Background: an optimization exercise with open tools, aiming at small area, a short achievable clock period and few clock cycles. Do not read the settings as production practice.
Function was checked by simulation only, so behaviour that the tests miss may differ from the original.
Power and IR drop assume default switching activity.

[flow/config.mk]
export PLATFORM = sky130hd
export DESIGN_NAME = eth_txdma
export DESIGN_NICKNAME = eth_txdma
export VERILOG_FILES = /design/flow/design.v
export SDC_FILE = /design/flow/constraint.sdc
export NUM_CORES = 4
export LEC_CHECK = 0
export CAP_MARGIN = 20
export CORE_MARGIN = 2
export CORE_UTILIZATION = 45
export SLEW_MARGIN = 20
[flow/constraint.sdc]
create_clock -name core_clock -period 5.0 [get_ports {clk}]
set_input_delay 1.0000 -clock core_clock [delete_from_list [all_inputs] [get_ports {clk}]]
set_output_delay 1.0000 -clock core_clock [all_outputs]
set_load 0.01 [all_outputs]
[flow/design.v]
package txdma_pkg;
    typedef logic [31:0] desc_t;         
    typedef logic [31:0] addr_t;         
    typedef logic [31:0] data_t;         
    typedef logic [7:0]  byte_t;         
    typedef logic [6:0]  bd_index_t;     
    typedef logic [15:0] frame_len_t;    
    typedef logic [13:0] word_cnt_t;     
    typedef logic [1:0]  last_byte_t;    
    typedef logic [8:0]  tx_status_t;    
    typedef logic [4:0]  fifo_cnt_t;     
    localparam int BIT_LEN_H  = 31;      
    localparam int BIT_LEN_L  = 16;
    localparam int BIT_READY  = 15;      
    localparam int BIT_IRQ    = 14;      
    localparam int BIT_WRAP   = 13;      
    localparam int BIT_PAD    = 12;
    localparam int BIT_CRC    = 11;
    localparam int BIT_STAT_H = 8;       
    localparam int BIT_STAT_L = 0;
    localparam tx_status_t STAT_ERR_MASK = 9'h10F;
    localparam int FIFO_DEPTH = 16;      
    localparam int FIFO_AW    = 4;
    typedef enum logic [2:0] {
        RING_IDLE,
        RING_BD_READ,                    
        RING_DMA,                        
        RING_STATUS,                     
        RING_BD_WRITE                    
    } ring_state_t;
    typedef enum logic {
        SER_IDLE,
        SER_SEND
    } ser_state_t;
endpackage
module bd_ring_ctrl (
    input  logic                  clk,
    input  logic                  reset,
    input  logic                  tx_en,
    input  txdma_pkg::bd_index_t  max_tx_bd,
    input  logic                  bd_wait,
    input  txdma_pkg::desc_t      bd_desc,
    input  txdma_pkg::addr_t      bd_ptr,
    input  txdma_pkg::tx_status_t tx_stat,
    input  logic                  tx_stat_valid,
    output logic                  bd_read,
    output logic                  bd_write,
    output txdma_pkg::bd_index_t  bd_index,
    output txdma_pkg::desc_t      bd_writedata,
    output logic                  tx_stat_ack,
    output logic                  per_packet_pad,
    output logic                  per_packet_crc,
    output logic                  txb_irq,
    output logic                  txe_irq,
    output logic                  job_start,
    output txdma_pkg::addr_t      job_base,
    output txdma_pkg::word_cnt_t  job_words,
    output txdma_pkg::last_byte_t job_last_byte,
    input  logic                  job_done
);
    txdma_pkg::ring_state_t state;
    txdma_pkg::desc_t       desc;                   
    txdma_pkg::addr_t       ptr;                    
    txdma_pkg::tx_status_t  stat;                   
    txdma_pkg::frame_len_t  desc_len;
    logic [16:0] len_round;              
    logic        bd_rd_ok;               
    logic        bd_wr_ok;
    logic        stat_err;
    assign desc_len  = desc[txdma_pkg::BIT_LEN_H:txdma_pkg::BIT_LEN_L];
    assign len_round = {1'b0, desc_len} + 17'd3;
    assign bd_read     = (state == txdma_pkg::RING_BD_READ);
    assign bd_write    = (state == txdma_pkg::RING_BD_WRITE);
    assign bd_rd_ok    = bd_read & ~bd_wait & bd_desc[txdma_pkg::BIT_READY];
    assign bd_wr_ok    = bd_write & ~bd_wait;
    assign tx_stat_ack = (state == txdma_pkg::RING_STATUS) & tx_stat_valid;    
    assign stat_err    = |(stat & txdma_pkg::STAT_ERR_MASK);
    assign job_base      = {ptr[31:2], 2'b00};        
    assign job_words     = len_round[15:2];           
    assign job_last_byte = desc_len[1:0] - 2'd1;      
    assign per_packet_pad = desc[txdma_pkg::BIT_PAD];
    assign per_packet_crc = desc[txdma_pkg::BIT_CRC];
    always_comb begin
        bd_writedata                        = desc;
        bd_writedata[txdma_pkg::BIT_READY]             = 1'b0;   
        bd_writedata[txdma_pkg::BIT_STAT_H:txdma_pkg::BIT_STAT_L] = stat;
    end
    always_ff @(posedge clk or posedge reset) begin
        if (reset) begin
            state <= txdma_pkg::RING_IDLE;
        end else begin
            unique case (state)
                txdma_pkg::RING_IDLE: begin
                    if (tx_en) begin
                        state <= txdma_pkg::RING_BD_READ;
                    end
                end
                txdma_pkg::RING_BD_READ: begin
                    if (bd_rd_ok) begin
                        state <= txdma_pkg::RING_DMA;    
                    end
                end
                txdma_pkg::RING_DMA: begin
                    if (job_done) begin
                        state <= txdma_pkg::RING_STATUS;
                    end
                end
                txdma_pkg::RING_STATUS: begin
                    if (tx_stat_valid) begin
                        state <= txdma_pkg::RING_BD_WRITE;
                    end
                end
                txdma_pkg::RING_BD_WRITE: begin
                    if (~bd_wait) begin
                        state <= txdma_pkg::RING_IDLE;
                    end
                end
                default: state <= txdma_pkg::RING_IDLE;
            endcase
        end
    end
    always_ff @(posedge clk or posedge reset) begin
        if (reset) begin
            bd_index  <= '0;
            job_start <= 1'b0;
            txb_irq   <= 1'b0;
            txe_irq   <= 1'b0;
        end else begin
            job_start <= bd_rd_ok;                    
            txb_irq   <= bd_wr_ok & desc[txdma_pkg::BIT_IRQ] & ~stat_err;
            txe_irq   <= bd_wr_ok & desc[txdma_pkg::BIT_IRQ] & stat_err;
            if (state == txdma_pkg::RING_IDLE && !tx_en) begin
                bd_index <= '0;                       
            end else if (bd_wr_ok) begin
                if (desc[txdma_pkg::BIT_WRAP] || bd_index == max_tx_bd) begin
                    bd_index <= '0;
                end else begin
                    bd_index <= bd_index + 7'd1;
                end
            end
        end
    end
    always_ff @(posedge clk) begin
        if (bd_rd_ok) begin
            desc <= bd_desc;
            ptr  <= bd_ptr;
        end
        if (tx_stat_ack) begin
            stat <= tx_stat;
        end
    end
endmodule
module buffer_reader (
    input  logic                 clk,
    input  logic                 reset,
    input  logic                 av_waitrequest,
    input  txdma_pkg::data_t     av_readdata,
    input  logic                 av_readdatavalid,
    input  txdma_pkg::fifo_cnt_t free_words,
    output logic                 av_read,
    output txdma_pkg::addr_t     av_address,
    input  logic                   job_start,
    input  txdma_pkg::addr_t       job_base,
    input  txdma_pkg::word_cnt_t   job_words,
    input  txdma_pkg::last_byte_t  job_last_byte,
    output logic                   job_done,
    output txdma_pkg::data_t       wout_data,
    output txdma_pkg::last_byte_t  wout_last_byte,
    output logic                   wout_sof,
    output logic                   wout_eof,
    output logic                   wout_valid,
    input  logic                   wout_ready
);
    logic       active;                  
    txdma_pkg::addr_t      addr;                    
    txdma_pkg::word_cnt_t  words;
    txdma_pkg::word_cnt_t  issued;                  
    txdma_pkg::word_cnt_t  returned;                
    txdma_pkg::last_byte_t job_last;
    txdma_pkg::fifo_cnt_t  in_flight;               
    logic       credit_ok;
    logic       rd_ok;
    logic       wr_ok;
    logic       ret_last;
    assign credit_ok = ({1'b0, in_flight} + 6'd1) <= {1'b0, free_words};
    assign av_read    = active & (issued != words) & credit_ok;
    assign av_address = addr;
    assign rd_ok      = av_read & ~av_waitrequest;
    assign wr_ok      = wout_valid & wout_ready;
    assign ret_last   = (returned == words - 14'd1);
    always_ff @(posedge clk or posedge reset) begin
        if (reset) begin
            active     <= 1'b0;
            issued     <= '0;
            returned   <= '0;
            in_flight  <= '0;
            wout_valid <= 1'b0;
            job_done   <= 1'b0;
        end else begin
            wout_valid <= av_readdatavalid;          
            job_done   <= wr_ok & wout_eof;
            if (job_start) begin
                active   <= 1'b1;
                issued   <= '0;
                returned <= '0;
            end else begin
                if (wr_ok && wout_eof) begin
                    active <= 1'b0;
                end
                if (rd_ok) begin
                    issued <= issued + 14'd1;
                end
                if (av_readdatavalid) begin
                    returned <= returned + 14'd1;
                end
            end
            case ({rd_ok, wr_ok})
                2'b10:   in_flight <= in_flight + 5'd1;
                2'b01:   in_flight <= in_flight - 5'd1;
                default: in_flight <= in_flight;     
            endcase
        end
    end
    always_ff @(posedge clk) begin
        if (job_start) begin
            words    <= job_words;
            job_last <= job_last_byte;
            addr     <= job_base;
        end else if (rd_ok) begin
            addr <= addr + 32'd4;
        end
        if (av_readdatavalid) begin
            wout_data      <= av_readdata;
            wout_sof       <= (returned == '0);
            wout_eof       <= ret_last;
            wout_last_byte <= ret_last ? job_last : 2'd3;    
        end
    end
endmodule
module word_fifo (
    input  logic                 clk,
    input  logic                 reset,
    output txdma_pkg::fifo_cnt_t free_words,
    input  txdma_pkg::data_t      win_data,
    input  txdma_pkg::last_byte_t win_last_byte,
    input  logic                  win_sof,
    input  logic                  win_eof,
    input  logic                  win_valid,
    output logic                  win_ready,
    output txdma_pkg::data_t      wout_data,
    output txdma_pkg::last_byte_t wout_last_byte,
    output logic                  wout_sof,
    output logic                  wout_eof,
    output logic                  wout_valid,
    input  logic                  wout_ready
);
    txdma_pkg::data_t              data_mem [txdma_pkg::FIFO_DEPTH];
    logic [3:0]         tag_mem  [txdma_pkg::FIFO_DEPTH];    
    logic [txdma_pkg::FIFO_AW-1:0] wr_ptr;
    logic [txdma_pkg::FIFO_AW-1:0] rd_ptr;
    txdma_pkg::fifo_cnt_t          count;
    logic               push;
    logic               pop;
    assign win_ready  = (count != txdma_pkg::fifo_cnt_t'(txdma_pkg::FIFO_DEPTH));
    assign wout_valid = (count != '0);
    assign push       = win_valid & win_ready;
    assign pop        = wout_valid & wout_ready;
    assign free_words = txdma_pkg::fifo_cnt_t'(txdma_pkg::FIFO_DEPTH) - count;
    assign wout_data = data_mem[rd_ptr];
    assign {wout_sof, wout_eof, wout_last_byte} = tag_mem[rd_ptr];
    always_ff @(posedge clk or posedge reset) begin
        if (reset) begin
            wr_ptr <= '0;
            rd_ptr <= '0;
            count  <= '0;
        end else begin
            if (push) begin
                wr_ptr <= wr_ptr + 1'b1;             
            end
            if (pop) begin
                rd_ptr <= rd_ptr + 1'b1;
            end
            case ({push, pop})
                2'b10:   count <= count + 5'd1;
                2'b01:   count <= count - 5'd1;
                default: count <= count;
            endcase
        end
    end
    always_ff @(posedge clk) begin
        if (push) begin
            data_mem[wr_ptr] <= win_data;
            tag_mem[wr_ptr]  <= {win_sof, win_eof, win_last_byte};
        end
    end
endmodule
module byte_serializer (
    input  logic             clk,
    input  logic             reset,
    input  logic             tx_ack,
    output txdma_pkg::byte_t tx_data,
    output logic             tx_dv,
    output logic             tx_sop,
    output logic             tx_eop,
    input  txdma_pkg::data_t      win_data,
    input  txdma_pkg::last_byte_t win_last_byte,
    input  logic                  win_sof,
    input  logic                  win_eof,
    input  logic                  win_valid,
    output logic                  win_ready
);
    txdma_pkg::ser_state_t state;
    txdma_pkg::last_byte_t byte_idx;                
    logic       last_in_word;
    logic       xfer;
    assign tx_dv        = (state == txdma_pkg::SER_SEND) & win_valid;    
    assign tx_data      = win_data[{byte_idx, 3'b000} +: 8];
    assign last_in_word = (byte_idx == win_last_byte);
    assign xfer         = tx_dv & tx_ack;
    assign tx_sop       = tx_dv & (byte_idx == 2'd0) & win_sof;
    assign tx_eop       = tx_dv & last_in_word & win_eof;
    assign win_ready    = xfer & last_in_word;                
    always_ff @(posedge clk or posedge reset) begin
        if (reset) begin
            state    <= txdma_pkg::SER_IDLE;
            byte_idx <= '0;
        end else begin
            unique case (state)
                txdma_pkg::SER_IDLE: begin
                    byte_idx <= '0;
                    if (win_valid) begin
                        state <= txdma_pkg::SER_SEND;
                    end
                end
                txdma_pkg::SER_SEND: begin
                    if (xfer) begin
                        if (last_in_word) begin
                            byte_idx <= '0;
                            if (win_eof) begin
                                state <= txdma_pkg::SER_IDLE;    
                            end
                        end else begin
                            byte_idx <= byte_idx + 2'd1;
                        end
                    end
                end
                default: state <= txdma_pkg::SER_IDLE;
            endcase
        end
    end
endmodule
module eth_txdma (
    input  logic                  clk,
    input  logic                  reset,
    input  logic                  tx_en,
    input  txdma_pkg::bd_index_t  max_tx_bd,
    input  logic                  bd_wait,
    input  txdma_pkg::desc_t      bd_desc,
    input  txdma_pkg::addr_t      bd_ptr,
    input  txdma_pkg::tx_status_t tx_stat,
    input  logic                  tx_stat_valid,
    output logic                  bd_read,
    output logic                  bd_write,
    output txdma_pkg::bd_index_t  bd_index,
    output txdma_pkg::desc_t      bd_writedata,
    output logic                  tx_stat_ack,
    output logic                  per_packet_pad,
    output logic                  per_packet_crc,
    output logic                  txb_irq,
    output logic                  txe_irq,
    input  logic                  av_waitrequest,
    input  txdma_pkg::data_t      av_readdata,
    input  logic                  av_readdatavalid,
    output logic                  av_read,
    output txdma_pkg::addr_t      av_address,
    input  logic                  tx_ack,
    output txdma_pkg::byte_t      tx_data,
    output logic                  tx_dv,
    output logic                  tx_sop,
    output logic                  tx_eop
);
    txdma_pkg::fifo_cnt_t free_words;               
    logic       job_start;               
    txdma_pkg::addr_t      job_base;                
    txdma_pkg::word_cnt_t  job_words;
    txdma_pkg::last_byte_t job_last_byte;
    logic       job_done;                
    txdma_pkg::data_t      rd_data;
    txdma_pkg::last_byte_t rd_last_byte;
    logic       rd_sof;
    logic       rd_eof;
    logic       rd_valid;
    logic       rd_ready;
    txdma_pkg::data_t      ff_data;
    txdma_pkg::last_byte_t ff_last_byte;
    logic       ff_sof;
    logic       ff_eof;
    logic       ff_valid;
    logic       ff_ready;
    bd_ring_ctrl bd_ring_ctrl_inst (
        .clk            (clk),
        .reset          (reset),
        .tx_en          (tx_en),
        .max_tx_bd      (max_tx_bd),
        .bd_wait        (bd_wait),
        .bd_desc        (bd_desc),
        .bd_ptr         (bd_ptr),
        .tx_stat        (tx_stat),
        .tx_stat_valid  (tx_stat_valid),
        .bd_read        (bd_read),
        .bd_write       (bd_write),
        .bd_index       (bd_index),
        .bd_writedata   (bd_writedata),
        .tx_stat_ack    (tx_stat_ack),
        .per_packet_pad (per_packet_pad),
        .per_packet_crc (per_packet_crc),
        .txb_irq        (txb_irq),
        .txe_irq        (txe_irq),
        .job_start      (job_start),
        .job_base       (job_base),
        .job_words      (job_words),
        .job_last_byte  (job_last_byte),
        .job_done       (job_done)
    );
    buffer_reader buffer_reader_inst (
        .clk              (clk),
        .reset            (reset),
        .av_waitrequest   (av_waitrequest),
        .av_readdata      (av_readdata),
        .av_readdatavalid (av_readdatavalid),
        .free_words       (free_words),
        .av_read          (av_read),
        .av_address       (av_address),
        .job_start        (job_start),
        .job_base         (job_base),
        .job_words        (job_words),
        .job_last_byte    (job_last_byte),
        .job_done         (job_done),
        .wout_data        (rd_data),
        .wout_last_byte   (rd_last_byte),
        .wout_sof         (rd_sof),
        .wout_eof         (rd_eof),
        .wout_valid       (rd_valid),
        .wout_ready       (rd_ready)
    );
    word_fifo word_fifo_inst (
        .clk            (clk),
        .reset          (reset),
        .free_words     (free_words),
        .win_data       (rd_data),
        .win_last_byte  (rd_last_byte),
        .win_sof        (rd_sof),
        .win_eof        (rd_eof),
        .win_valid      (rd_valid),
        .win_ready      (rd_ready),
        .wout_data      (ff_data),
        .wout_last_byte (ff_last_byte),
        .wout_sof       (ff_sof),
        .wout_eof       (ff_eof),
        .wout_valid     (ff_valid),
        .wout_ready     (ff_ready)
    );
    byte_serializer byte_serializer_inst (
        .clk           (clk),
        .reset         (reset),
        .tx_ack        (tx_ack),
        .tx_data       (tx_data),
        .tx_dv         (tx_dv),
        .tx_sop        (tx_sop),
        .tx_eop        (tx_eop),
        .win_data      (ff_data),
        .win_last_byte (ff_last_byte),
        .win_sof       (ff_sof),
        .win_eof       (ff_eof),
        .win_valid     (ff_valid),
        .win_ready     (ff_ready)
    );
endmodule
[flow/run.sh]
#!/bin/bash
# synth_recipe.tcl (not shown) runs the flow's synth.tcl, then flattens the netlist and writes it again
# the make line also repeats each setting of config.mk as NAME=value (left out here)
make -C /OpenROAD-flow-scripts/flow DESIGN_CONFIG=/design/flow/config.mk WORK_HOME=/design/flow/orfs CLKGATE_MAP_FILE= SYNTH_SCRIPT=/design/flow/synth_recipe.tcl finish
==> key figures <==
STA
  • Tmin final: between 4 and 5 ns
  • RSZ-0062 raised after global routing: no
  • Worst slew pin tran: about 1.1 ns
  • Max Fclk: approximately 220 MHz
  • Setup_tns: 0 ns
  • Final setup viols: 0
  • Final period utilization: 92.3%
  • Final worst slack: 0.383 ns
  • Worst Skew: between 0.02 and 0.03 ns
  • Endpoints failing hold: 0
  • Worst rel slew slack: just under 30%
  • Max Slew Vio Count: 0

Cells and area
  • Synth-to-layout area growth: 19.2%
  • Fin cells: a little over 3000
  • Fill cell count: around 5500
  • FF/Latch Area: approximately 23000 sq um
  • Layout cell share with drive strength beyond 1: about 16%
  • Area taken by multi-input logic gates: around 8200 sq um
  • Diode count: 0
  • Nets@finish: 2204
  • Final core utilization: a little over half

Logic synthesis
  • Cells after Synth: ~1800
  • Synth cell types: 62
  • Register area share after synthesis: between 70% and 80%
  • Count leader, synth: edfxtp_1
  • Synth Warn #: 4
  • Synthesized area: about 32000 sq um
  • Average size of a mapped cell: about 18 sq um
  • Synth area leaders: edfxtp_1 (68%), mux4_2 (9.5%), dfrtp_1 (5.1%)
  • EDFF count, synth: 719
  • Most common flop cell mapped by yosys: edfxtp_1
  • Yosys top cell by area: edfxtp_1
  • Synth Register Bits: approximately 800
  • Top cells by count, synth: edfxtp_1 (719), mux4_2 (134), nand2_1 (98)
  • Post-synth top area share: ~68%
  • Fraction of registers with async set/reset: ~8.3%

Hold path
  • Min-Delay Path Class: flop to flop
  • Hold Startpoint: bd_ring_ctrl_inst.stat[1]
  • Worst hold endpoint: bd_ring_ctrl_inst.txb_irq
  • WHS Path Cells: 1

Placed design
  • GPL Wtd Cong: slightly below 0.8
  • PortBufs: around 200
  • Post-Place Worst Slack: ~0.86 ns
  • Placed cell count: ~2900
  • Post-DP HPWL: about 42000 um

Global route
  • Met1 Track Usage GR: 27.4%
  • GRT Util Overall: between 10% and 20%
  • GRT overflow: 0
  • Vias in the first global route: 17600
  • Met3 Use GR: under 10%
  • First-pass GRT wire length: roughly 110000 um
  • Initial antenna violation count: 1
  • Grt peak-use layer: met2
  • Largest net degree at the start of global routing: 87
  • Met2 usage: 31.6%

Worst setup path
  • Reg2Reg Launch Point: word_fifo_inst.count[0]
  • Worst Path Max Fanout: 24
  • Max stage delay on crit path: about 0.60 ns
  • Reg2Reg Depth: 16
  • Worst R2R End: buffer_reader_inst.in_flight[4]
  • Critical Path AT: around 3.6 ns
  • Worst setup SP type: flop
  • Critical Path Most Common Cell: mux4_2
  • CP cell instances: buf_12, mux4_2, mux4_2, a21oi_1, o22ai_1, clkdlybuf4s50_1
  • Critical setup path kind: flop to primary output
  • CP max-delay cell: dfrtp_4
  • WP data required: approximately 4.0 ns
  • Worst Setup End Kind: primary output
  • R2R Setup Slk: 0.87 ns

Floorplan
  • Number of placed I/O pins: between 200 and 250
  • Rows: 97
  • Core ar.: 70000 sq um
  • Die width: 270 um
  • Effective utilization at floorplan: between 40 and 50%
  • Die height: approximately 270 um
  • DIE AREA: ~73000 sq um

Clock tree
  • H-tree levels: 3
  • Cts bufs inserted: 82
  • Root buf cell: clkbuf_16
  • Post-cts resize count: 0
  • Clk pin slew, worst setup/hold paths: 0.06 ns
  • Post-CTS Hold Buffers: 0
  • Worst skew pair latency: about 0.63 ns
  • Clock Tree Buf Depth: 3
  • Post-CTS setup buffer count: 0
  • CTS Sinks: 784
  • CTS tree: yes

Power
  • Worst VDD drop: 0.526 mV
  • Leak Pwr: 12.5 nW
  • Power per Cell Area: 555 nW/um^2

Drt
  • Total wire length: about 71000 um
  • Initial DRC Count: ~1200
  • Drt wl/cell: between 20 and 25 um
  • Vias: 17000
  • Via density: roughly 5.5
  • Antenna-violating nets left: 0
  • Remaining routing DRC violations: 0
  • Drt pass-1 iters: 5

Run status
  • Status: timing/DRC/antenna clean

Job
  • Max cap viols: 0
[critical path: cells and delay by family (launching register included)]
family                 cells  cell delay, ns
muxes                      2            1.09
buffers and inverters      2            0.80
DFF                        1            0.60
AOI/OAI and AO/OA          2            0.47
[how the worst max path moves through the flow]
stage                             start                              end  cells past startpoint
2_1_floorplan   word_fifo_inst.count[0]    word_fifo_inst.data_mem[0][0]                      8
5_1_grt        word_fifo_inst.rd_ptr[0]                       tx_data[5]                      6
3_5_place_dp    word_fifo_inst.count[0]  buffer_reader_inst.in_flight[4]                     16
6_report       word_fifo_inst.rd_ptr[0]                       tx_data[5]                      6
4_1_cts        word_fifo_inst.rd_ptr[0]                       tx_data[3]                      8
3_3_place_gp    word_fifo_inst.count[0]  buffer_reader_inst.in_flight[4]                     16
[flip-flops by register name, indices dropped and copies added (netlist names), 2 cells and up]
name / flops
bd_ring_ctrl_inst.bd_index: 7
bd_ring_ctrl_inst.desc: 22
bd_ring_ctrl_inst.ptr: 30
bd_ring_ctrl_inst.stat: 9
bd_ring_ctrl_inst.state: 3
buffer_reader_inst.addr: 30
buffer_reader_inst.in_flight: 5
buffer_reader_inst.issued: 14
buffer_reader_inst.job_last: 2
buffer_reader_inst.returned: 14
buffer_reader_inst.words: 14
buffer_reader_inst.wout_data: 32
buffer_reader_inst.wout_last_byte: 2
byte_serializer_inst.byte_idx: 2
word_fifo_inst.count: 5
word_fifo_inst.data_mem: 512
word_fifo_inst.rd_ptr: 4
word_fifo_inst.tag_mem: 64
word_fifo_inst.wr_ptr: 4
[layout by cell type (no fill, tap or decap), types with 11 or more instances in the layout]
cell type	instances
edfxtp_1	719
clkdlybuf4s50_1	194
mux4_2	134
nand2_1	98
clkbuf_16	84
nor2_1	77
o21ai_0	67
xnor2_1	61
dfrtp_1	61
xor2_1	56
mux2i_1	55
nor3_1	42
buf_4	42
a21oi_1	38
ha_1	30
nand3_1	27
inv_1	25
a211oi_1	23
o22ai_1	19
o221ai_1	19
and3_1	16
nand4_1	16
clkinv_2	15
clkinv_1	15
nor2_4	12
nor2b_1	11
clkbuf_1	11
bufinv_16	11
[per-layer routing]
metal	share of wire, %	wire length [um]
met5	0.018	13
met4	1.5	1050
met3	6.2	4380
met2	48	34200
met1	44	31400
[layout make-up]
type	instances	area share (%)
Multi-Input combinational cell	908	21.7
Inverter	29	0.287
Timing Repair Buffer	247	6.49
Sequential cell	784	61.2
Tap cell	940	3.10
Clock buffer	96	5.69
Clock inverter	54	1.56
[report_power, final]
part | internal, mW | leakage (nW) | switching (mW)
registers | 8.17 | 7.30 | 0.666
clock network | 3.67 | 1.35 | 2.54
logic | 2.79 | 3.85 | 3.20
total | 14.6 | 12.5 | 6.41
[stage by stage]
step                      hold slack [ns]  power (mW)  area, sq um
after global placement              0.447        14.9        35200
final                               0.471        21.0        37900
after global routing                0.506        22.1        37900
after floorplan                     0.443        12.7        31800
after CTS                           0.468        21.3        37900
after detailed placement            0.456        15.0        35200
[logic make-up after synthesis]
group           after synthesis  synth area share, %
flops                       784                 72.9
mux                         196                 11.5
other cells                   1               0.0118
simple gates                366                 5.62
fa+ha+maj                    32                 1.30
compound gates              194                 3.83
xor+xnor                    117                 3.22
buf+inv                     114                 1.62
Testbench counts, summed over its fixed seeds: cycles 198,776.

-- separate check: timing with driven ports --
The flow's constraints put no driver on any port. The routed layout listed below was extracted and timed again, unchanged, in two steps.
Step 1 assumes that a clkbuf_16 drives the clock port and a buf_2 every other input.
Step 2 times the ports against the registers' clock, not the clock port: input delays grow and output delays shrink by t, the midpoint of the rising clock arrivals with the driver on.
Slacks: ideal ports / drivers / drivers and shift; pairs: ideal ports / drivers.
t (ns): 0.681
setup slack, ns: 0.383 / 0.322 / 0.873
worst hold slack (ns): 0.471 / 0.471 / 0.471
worst slew at a driven data input, ns: 0.06
pins driven straight from the clock port: 1
After both steps setup and hold are still met in this run. For this run, drivers alone change the setup slack by -0.061 ns; drivers and shift together by +0.490 ns.
